This is an optimization exercise on Yosys and OpenROAD, whose aim is small area, a short achievable clock period and few clock cycles per item, not a production implementation.
At most, simulation tests tie the RTL to the original design; equivalence was not proved.
Power is estimated from default activity; no workload was simulated.

// json_key_value_extractor_core
module json_key_value_extractor_core #(
   parameter int MaxKeyChars = jkv_pkg::MAX_KEY_CHARS_DEF
) (
   input  logic                            clock,
   input  logic                            reset,
   input  logic                            req_valid,
   output logic                            req_stall,
   input  logic [7:0]                      req_data_byte,
   input  logic                            req_last_byte,
   output logic                            rsp_valid,
   input  logic                            rsp_stall,
   output logic [1:0]                      rsp_item_kind,
   output logic [31:0]                     rsp_item_value,
   output logic [2:0]                      rsp_result_status,
   output logic                            rsp_end_of_run,
   input  logic                            csr_valid,
   output logic                            csr_ready,
   input  logic [jkv_pkg::CSR_IDX_W-1:0]   csr_index,
   input  logic [jkv_pkg::CSR_DATA_W-1:0]  csr_write_data
);
   logic [127:0] key_ff;
   logic [4:0]   kc_ff;
   logic [1:0]   mode_ff;
   logic [15:0]  scap_ff;
   logic [10:0]  acap_ff;
   assign csr_ready = 1'b1;
   always_ff @(posedge clock) begin
      if (reset) begin
         key_ff  <= '0;
         kc_ff   <= 5'd1;
         mode_ff <= 2'd0;
         scap_ff <= 16'd256;
         acap_ff <= 11'd16;
      end else if (csr_valid) begin
         case (csr_index)
            3'd0: key_ff[63:0]   <= csr_write_data;
            3'd1: key_ff[127:64] <= csr_write_data;
  ...
Size: roughly 1900 cells after synthesis, ~280 flip-flops, ~120 I/O pins, ~15000 um^2 of cells after synthesis.
clock: 10.0 ns
lec_check: 0
cap_margin: 20
core_margin: 2
core_utilization: 40
cts_buf_list: sky130_fd_sc_hd__clkbuf_16
cts_cluster_diameter: 150
cts_cluster_size: 25
slew_margin: 20
standard.sh (not shown) runs the stock make flow with config.mk's settings and CLKGATE_MAP_FILE= SYNTH_SCRIPT=/design/flow/synth_recipe.tcl, a recipe that flattens the netlist after the stock synthesis.
==> flow/flow/run.sh <==
#!/bin/bash
# Standard ORFS layout, with timing repair aimed at a shorter period than the clock's
# (the SDC is unchanged; only the resizer's setup margin is raised) and plain buffers on
# the ports.
set -euo pipefail
MARGIN=$(cat flow/margin.txt)
bash standard.sh SETUP_SLACK_MARGIN=$MARGIN "BUFFER_PORTS_ARGS=-buffer_cell sky130_fd_sc_hd__buf_1"  finish > standard_flow.log 2>&1
==> flow/flow/margin.txt <==
7.1
The first run finished with timing, DRC and antenna clean.
Testbench counts at the start, summed over its fixed seeds: cycles 202,844, bytes 201,750.
Then changed:
==> flow/flow/margin.txt (replaced) <==
6.5
The changed run produced a clean layout.
Wire length is lower by 11%.
Utilization is lower by 5.3 points.
Power is lower by 2.2%.
Then changed:
==> flow/flow/margin.txt (replaced) <==
6.8
Result:
- The changed run completed with no timing, DRC or antenna violations
- die area does not change
- cell area grows by 2.4%
- register-to-register slack is better by 0.28 ns
- worst hold slack loses 0.0041 ns
- combinational power is higher by about 10%
- wire length went up by 5.7%
- first-iteration DRC count fell by 5.8%

---

the previous run:
Another version of the RTL of json_key_value_extractor_core (not shown whole).
Size: ~1800 cells after synthesis, ~280 flip-flops, about 120 I/O pins.
clock: 10.0 ns
lec_check: 0
cap_margin: 10
core_margin: 2
core_utilization: 40
cts_buf_list: sky130_fd_sc_hd__clkbuf_16
cts_cluster_diameter: 150
cts_cluster_size: 25
slew_margin: 10
tns_end_percent: 5
==> flow/flow/margin.txt <==
6.5
Scripts as last shown in full above: flow/flow/run.sh
Testbench counts of the previous run, summed over its fixed seeds: cycles 202,844, bytes 201,750.
> inputs changed (the previous run -> the current run)
- TNS_END_PERCENT: 5 -> unset
- CAP_MARGIN: 10 -> 20
- SLEW_MARGIN: 10 -> 20
==> flow/flow/margin.txt <==
6.3
Findings:
Combinational group power of the previous run is on par with the current run. Diff the previous run -> the current run: setup slack after layout shows a reduction of 0.029 ns; largest vdd supply drop shows an increase of 13%; global routing usage on met1 shows no meaningful change. Re required arrival time at the worst endpoint: the current run is 0.02 ns up on the previous run. The current run: full flow OK, the timing, design-rule and antenna checks passed. The current run against the previous run: data arrival at the endpoint of the critical path climbed 0.05 ns, worst hold slack now smaller, global-route wire length before repair went up.

---

run 1:
Another version of the RTL of json_key_value_extractor_core (not shown whole).
Size in the first run: about 1900 cells after synthesis, ~270 flip-flops, roughly 120 I/O pins, ~16000 µm² of cells after synthesis.
export LEC_CHECK = 0
export CAP_MARGIN = 20
export CORE_MARGIN = 2
export CORE_UTILIZATION = 40
export SLEW_MARGIN = 20
create_clock -name core_clock -period 10.0 [get_ports {clock}]
==> flow/flow/run.sh <==
#!/bin/bash
# Standard ORFS layout, with timing repair aimed at a shorter period than the clock's
# (the SDC is unchanged; only the resizer's setup margin is raised).
set -euo pipefail
MARGIN=$(cat flow/margin.txt)
bash standard.sh SETUP_SLACK_MARGIN=$MARGIN finish > standard_flow.log 2>&1
==> flow/flow/margin.txt <==
6.5
Inputs modified between run 1 and run 2:
Settings: CTS_BUF_LIST: unset -> sky130_fd_sc_hd__clkbuf_8; CTS_CLUSTER_SIZE: unset -> 20.
==> flow/flow/run.sh <==
#!/bin/bash
# Standard ORFS layout, with timing repair aimed at a shorter period than the clock's
# (the SDC is unchanged; only the resizer's setup margin is raised), plain buffers on the
# ports, and no full-adder cell extraction in synthesis (registers are unchanged).
set -euo pipefail
MARGIN=$(cat flow/margin.txt)
bash standard.sh SETUP_SLACK_MARGIN=$MARGIN "BUFFER_PORTS_ARGS=-buffer_cell sky130_fd_sc_hd__buf_1" ADDER_MAP_FILE= finish > standard_flow.log 2>&1
==> flow/flow/margin.txt <==
6.8
Findings:
- Min count of H-tree levels built during CTS across run 1 and run 2: run 1
- Between run 1 and run 2, fraction of power consumed by combinational cells is higher for run 2, run 1 comes in under that.
- Changes observed in run 2 relative to run 1: post-route met1 wirelength shows an increase of 19%; worst hold slack shows an increase of 0.015 ns; fraction of met3 tracks used by global routing shows an increase of 0.66 points.
- | fraction of area in multi-input gates | higher: run 2 |
- Run 1 → run 2: total nets after synthesis increased 363; slack of the critical path up 0.38 ns.
Setup changes, run 2 to run 3
Settings: CTS_BUF_LIST: sky130_fd_sc_hd__clkbuf_8 -> unset; CTS_CLUSTER_SIZE: 20 -> unset.
==> flow/flow/run.sh <==
#!/bin/bash
# Standard ORFS layout, with timing repair aimed at a shorter period than the clock's
# (the SDC is unchanged; only the resizer's setup margin is raised), and plain buffers
# on the ports.
set -euo pipefail
MARGIN=$(cat flow/margin.txt)
bash standard.sh SETUP_SLACK_MARGIN=$MARGIN "BUFFER_PORTS_ARGS=-buffer_cell sky130_fd_sc_hd__buf_1" finish > standard_flow.log 2>&1
==> flow/flow/margin.txt <==
6.5
==> comparison <==
Looking at worst setup path category, the flop to output pin result is from run 2; the flop to flop one comes from run 3. [run 3] proportion of final cell area spent on non-clock buffers fell 4.1 points relative to run 2. Looking at shortest period the worst path allows, run 3 sits 0.29 ns higher than run 2 does. Wire length (higher): run 2.
No run of this note included a check of the RTL's function; only the layout flow was run.

---

json_key_value_extractor_core, a different RTL version from the one above (not shown whole).
For scale: ~1900 cells after synthesis, about 280 flip-flops, ~120 I/O pins, ~15000 um2 of cells after synthesis.
// json_key_value_extractor_core
module json_key_value_extractor_core #(
   parameter int MaxKeyChars = jkv_pkg::MAX_KEY_CHARS_DEF
) (
   input  logic                            clock,
   input  logic                            reset,
   input  logic                            req_valid,
   output logic                            req_stall,
   input  logic [7:0]                      req_data_byte,
   input  logic                            req_last_byte,
   output logic                            rsp_valid,
   input  logic                            rsp_stall,
   output logic [1:0]                      rsp_item_kind,
   output logic [31:0]                     rsp_item_value,
   output logic [2:0]                      rsp_result_status,
   output logic                            rsp_end_of_run,
   input  logic                            csr_valid,
   output logic                            csr_ready,
   input  logic [jkv_pkg::CSR_IDX_W-1:0]   csr_index,
   input  logic [jkv_pkg::CSR_DATA_W-1:0]  csr_write_data
);
Settings: LEC_CHECK=0, CAP_MARGIN=20, CORE_MARGIN=2, CORE_UTILIZATION=40, CTS_BUF_LIST=sky130_fd_sc_hd__clkbuf_16, CTS_CLUSTER_DIAMETER=150, CTS_CLUSTER_SIZE=25, SLEW_MARGIN=20; clock period 10.0 ns.
==> flow/flow/run.sh <==
#!/bin/bash
# Standard ORFS layout, with timing repair aimed at a shorter period than the clock's
# (the SDC is unchanged; only the resizer's setup margin is raised) and plain buffers on
# the ports.
set -euo pipefail
MARGIN=$(cat flow/margin.txt)
bash standard.sh SETUP_SLACK_MARGIN=$MARGIN "BUFFER_PORTS_ARGS=-buffer_cell sky130_fd_sc_hd__buf_1"  finish > standard_flow.log 2>&1
==> flow/flow/margin.txt <==
6.9
Testbench counts at the start, summed over its fixed seeds: cycles 202,262, bytes 201,750.
==> next run, changes <==
==> flow/flow/margin.txt (replaced) <==
6.8
Settings changed: ABC_AREA from default to 1.
Routed wire length increases by 15%.
Via count increases by 14%.
Hold slack stays flat.
Non-clock buffer count decreases by 26.
First-iteration DRC count increases by 44%.
Area after synthesis increases by 4.5%.
Clock power increases by about 2%.
Combinational power increases by 87%.
Power increases by 13%.
Design area increases by 0.74%.
Worst setup slack improves by 0.020 ns.

---

Setup of main:
json_key_value_extractor_core again, from the RTL that the note above started with.
export LEC_CHECK = 0
export CAP_MARGIN = 20
export CORE_MARGIN = 2
export CORE_UTILIZATION = 50
export CTS_BUF_LIST = sky130_fd_sc_hd__clkbuf_16
export CTS_CLUSTER_DIAMETER = 150
export CTS_CLUSTER_SIZE = 25
export PLACE_DENSITY = 0.7
export SLEW_MARGIN = 20
create_clock -name core_clock -period 10.0 [get_ports {clock}]
==> flow/flow/margin.txt <==
6.8
Scripts as last shown in full above: flow/flow/run.sh
main: flow completed, timing, DRC and antenna clean
Testbench counts of main, summed over its fixed seeds: cycles 202,262, bytes 201,750.
The following lists how the feature branch was set up differently from main:
# main
export LEC_CHECK = 0
export CAP_MARGIN = 20
export CORE_MARGIN = 2
export CORE_UTILIZATION = 50
export CTS_BUF_LIST = sky130_fd_sc_hd__clkbuf_16
export CTS_CLUSTER_DIAMETER = 150
export CTS_CLUSTER_SIZE = 25
export PLACE_DENSITY = 0.7
export SLEW_MARGIN = 20
create_clock -name core_clock -period 10.0 [get_ports {clock}]
# the feature branch
export LEC_CHECK = 0
export CAP_MARGIN = 20
export CORE_MARGIN = 2
export CORE_UTILIZATION = 40
export CTS_BUF_LIST = sky130_fd_sc_hd__clkbuf_16
export CTS_CLUSTER_DIAMETER = 150
export CTS_CLUSTER_SIZE = 25
export SLEW_MARGIN = 20
create_clock -name core_clock -period 10.0 [get_ports {clock}]
--- outcome ---
Delta (the feature branch minus main): chip height now sits higher; part of the cycle the worst path needs now sits lower; share of total power in the clock network now sits at about the same level. Compared with main, the feature branch shows endpoint arrival time on the critical path lower by 2430 ps. Looking at fraction of final layout cells with drive strength greater than 1, the feature branch sits 0.68 points higher than main does. main was smaller in final cell area than the feature branch. Diff main and the feature branch: worst setup margin lower in main. Summary of the feature branch over main: count of buffers added by post-CTS timing repair for setup went down by 2; final wirelength went up by 3300 um; post-route non-filler standard cell count went up by 89.

[afterwards: timing with drivers on the ports]
In the flow no input, the clock included, has a driving cell. The finished layouts below were timed again as built, in two steps. Step 1 sets driving cells, clkbuf_16 on the clock port and buf_2 on the other inputs (assumed; they add their load-dependent delay and slew). Step 2 also shifts input and output timing later by t, the mid clock arrival at the registers, as if the neighbouring blocks saw the same clock. Slacks: ideal ports / drivers / drivers and shift; pairs: ideal ports / drivers.
run	shift t [ns]	setup slack, ns	latest minus earliest clock arrival (ns)	worst slew at a driven data input, ns	pins driven straight from the clock port
the first run of note 1	0.543	6.937 / 6.937 / 6.477	0.026 / 0.026	0.11	1
the second run of note 1	0.551	6.595 / 6.552 / 6.070	0.027 / 0.028	0.10	1
the third run of note 1	0.550	6.781 / 6.754 / 6.265	0.021 / 0.021	0.11	1
the previous run	0.548	6.457 / 6.477 / 5.928	0.033 / 0.033	0.08	1
the current run	0.550	6.428 / 6.428 / 6.006	0.033 / 0.033	0.08	1
run 1	0.637	6.357 / 6.357 / 5.929	0.027 / 0.028	0.10	1
run 2	0.606	6.738 / 6.693 / 6.237	0.023 / 0.024	0.07	1
run 3	0.619	6.447 / 6.447 / 6.083	0.025 / 0.025	0.08	1
the first run of note 4	0.551	6.824 / 6.824 / 6.448	0.031 / 0.031	0.07	1
the second run of note 4	0.561	6.844 / 6.791 / 6.356	0.035 / 0.034	0.05	1
main	0.540	6.822 / 6.806 / 6.353	0.025 / 0.026	0.05	1
the feature branch	0.550	6.845 / 6.793 / 6.386	0.030 / 0.030	0.07	1
After both steps every run listed still meets setup and hold. For the previous run, which loses most, drivers alone change the setup slack by +0.020 ns; drivers and shift together by -0.529 ns.
